This design comes from an exercise in tuning for small area and a short achievable clock period on the open sky130 flow, not from production work.
In this exercise RTL edits were held to simulation tests only and were not proved equivalent to the original.

Design mm_mult_arbiter, start of the top module:
module mm_mult_arbiter #(
  parameter int W_D        = 32,
  parameter int NUM_REQ    = 4,
  parameter int MULT_DEPTH = 6
) (
  input  logic                   CLK,
  input  logic                   RST_N,
  input  logic                   HOLD,
  input  logic [NUM_REQ-1:0]     REQ_VALID,
  input  logic [NUM_REQ-1:0]     REQ_LAST,
  input  logic [NUM_REQ*W_D-1:0] REQ_A,
  input  logic [NUM_REQ*W_D-1:0] REQ_B,
  output logic [NUM_REQ-1:0]     REQ_READY,
  output logic [NUM_REQ-1:0]     RSLT_VALID,
  output logic [2*W_D-1:0]       RSLT,
  output logic                   RSLT_LAST,
  output logic                   BUSY
);
export LEC_CHECK = 0
export CAP_MARGIN = 20
export CORE_MARGIN = 2
export CORE_UTILIZATION = 45
export CTS_BUF_LIST = sky130_fd_sc_hd__clkbuf_4 sky130_fd_sc_hd__clkbuf_8
export CTS_CLUSTER_DIAMETER = 70
export CTS_CLUSTER_SIZE = 20
export SETUP_SLACK_MARGIN = 5
export SLEW_MARGIN = 20
create_clock -name core_clock -period 10.0 [get_ports {CLK}]
standard.sh (not shown) runs the stock make flow with config.mk's settings and CLKGATE_MAP_FILE= SYNTH_SCRIPT=/design/flow/synth_recipe.tcl, a recipe that flattens the netlist after the stock synthesis.
==> flow/flow/run.sh <==
#!/bin/bash
# Own flow: the standard layout (standard.sh) with three changes:
#  1. Yosys's generic "abc -fast" pre-mapping inside "synth -run fine:" is skipped (-noabc), so
#     extract_fa sees the adder tree as written and the full adders keep their polarity (no
#     inverters between them). The rest of the synthesis script, and so the register naming,
#     is the standard one.
#  2. The port buffers that buffer_ports puts on every input and output are buf_1 cells.
#  3. Timing repair aims at a setup slack of OWN_SETUP_MARGIN ns instead of config.mk's.
# Each tool's output goes to a log file in this folder (synth.log, layout.log).
set -euo pipefail
WORK=$(pwd)
OWN_SETUP_MARGIN=5.35

# synthesis script: synth_recipe.tcl, sourcing a copy of ORFS's synth.tcl with -noabc on the
# fine-grained synth call
sed 's/synth -top \$::env(DESIGN_NAME) -run fine: {\*}\$synth_full_args/synth -top $::env(DESIGN_NAME) -run fine: -noabc {*}$synth_full_args/' \
  "$FLOW_HOME/scripts/synth.tcl" > "$WORK/own_synth.tcl"
grep -q -- '-run fine: -noabc' "$WORK/own_synth.tcl"
sed "s#source \$::env(SCRIPTS_DIR)/synth.tcl#source $WORK/own_synth.tcl#" \
  "$WORK/synth_recipe.tcl" > "$WORK/own_synth_recipe.tcl"
grep -q "own_synth.tcl" "$WORK/own_synth_recipe.tcl"

# standard.sh with the synthesis script and the repair margin swapped
sed -e "s#SYNTH_SCRIPT=[^ ]*#SYNTH_SCRIPT=$WORK/own_synth_recipe.tcl#" \
    -e "s#SETUP_SLACK_MARGIN=[^ ]*#SETUP_SLACK_MARGIN=$OWN_SETUP_MARGIN#" \
    "$WORK/standard.sh" > "$WORK/own_standard.sh"
grep -q "own_synth_recipe.tcl" "$WORK/own_standard.sh"
grep -q "SETUP_SLACK_MARGIN=$OWN_SETUP_MARGIN" "$WORK/own_standard.sh"

bash "$WORK/own_standard.sh" synth > "$WORK/synth.log" 2>&1
bash "$WORK/own_standard.sh" "BUFFER_PORTS_ARGS=-buffer_cell sky130_fd_sc_hd__buf_1" finish > "$WORK/layout.log" 2>&1
The baseline produced a clean layout.
==> next run, changes <==
--- a/flow/flow/run.sh
+++ b/flow/flow/run.sh
@@ -10,5 +10,5 @@
 set -euo pipefail
 WORK=$(pwd)
-OWN_SETUP_MARGIN=5.35
+OWN_SETUP_MARGIN=5.5
 
 # synthesis script: synth_recipe.tcl, sourcing a copy of ORFS's synth.tcl with -noabc on the
Settings changed: CORE_UTILIZATION 45 to 55, CTS_CLUSTER_DIAMETER 70 to 100, CTS_CLUSTER_SIZE 20 to 16.
Outcome: Setup slack degrades by 0.025 ns; global-route usage grows by 8.0 points; register-to-register slack improves by 0.17 ns; clock skew shrinks by 0.025 ns; core utilization grows by 10 points; wire length grows by a little under a tenth; non-clock buffer count grows by 11; cell count shrinks by a few percent.
==> next run, changes <==
--- a/flow/flow/run.sh
+++ b/flow/flow/run.sh
@@ -10,5 +10,5 @@
 set -euo pipefail
 WORK=$(pwd)
-OWN_SETUP_MARGIN=5.5
+OWN_SETUP_MARGIN=5.35
 
 # synthesis script: synth_recipe.tcl, sourcing a copy of ORFS's synth.tcl with -noabc on the
Result: Routed wire length shrinks by 1.2%. Sequential share of layout area hardly moves. Design area hardly moves. Die area stays the same. Cell count is about the same.
==> next run, changes <==
Settings changed: CORE_UTILIZATION 55 to 60.
Result: Maximum frequency came out lower by 0.32%. Worst setup slack loses 0.015 ns. Clock skew came out lower by 0.011 ns. Sequential share of layout area is about the same. Synthesized area is unchanged. Cell count came out lower by 2.1%.

==> what the ideal ports hide <==
No port has a modelled driver above. Below, the same layouts with a new extraction and two added sets of constraints.
Step 1 (the two cells are an assumption about what drives the block):
set clk [get_ports {CLK}]
set_driving_cell -lib_cell sky130_fd_sc_hd__clkbuf_16 $clk
set_driving_cell -lib_cell sky130_fd_sc_hd__buf_2 [delete_from_list [all_inputs] $clk]
Step 2 times the ports against the registers' clock, not the clock port: input delays grow and output delays shrink by t, the midpoint of the rising clock arrivals with the driver on.
Three values: ideal, step 1, step 2; two values: the first two.
run | shift t [ns] | setup WS [ns] | latest minus earliest clock arrival (ns) | cell pins on the clock port's net
the first run | 0.748 | 5.362 / 5.308 / 5.308 | 0.058 / 0.059 | 1
the second run | 0.740 | 5.338 / 5.291 / 5.291 | 0.038 / 0.038 | 1
the third run | 0.738 | 5.347 / 5.302 / 5.302 | 0.063 / 0.063 | 1
the fourth run | 0.724 | 5.333 / 5.286 / 5.281 | 0.053 / 0.053 | 1
After both steps every run listed still meets setup and hold. The setup slack of the first run, which loses most, moves by -0.054 ns with the drivers and by -0.054 ns with both steps.
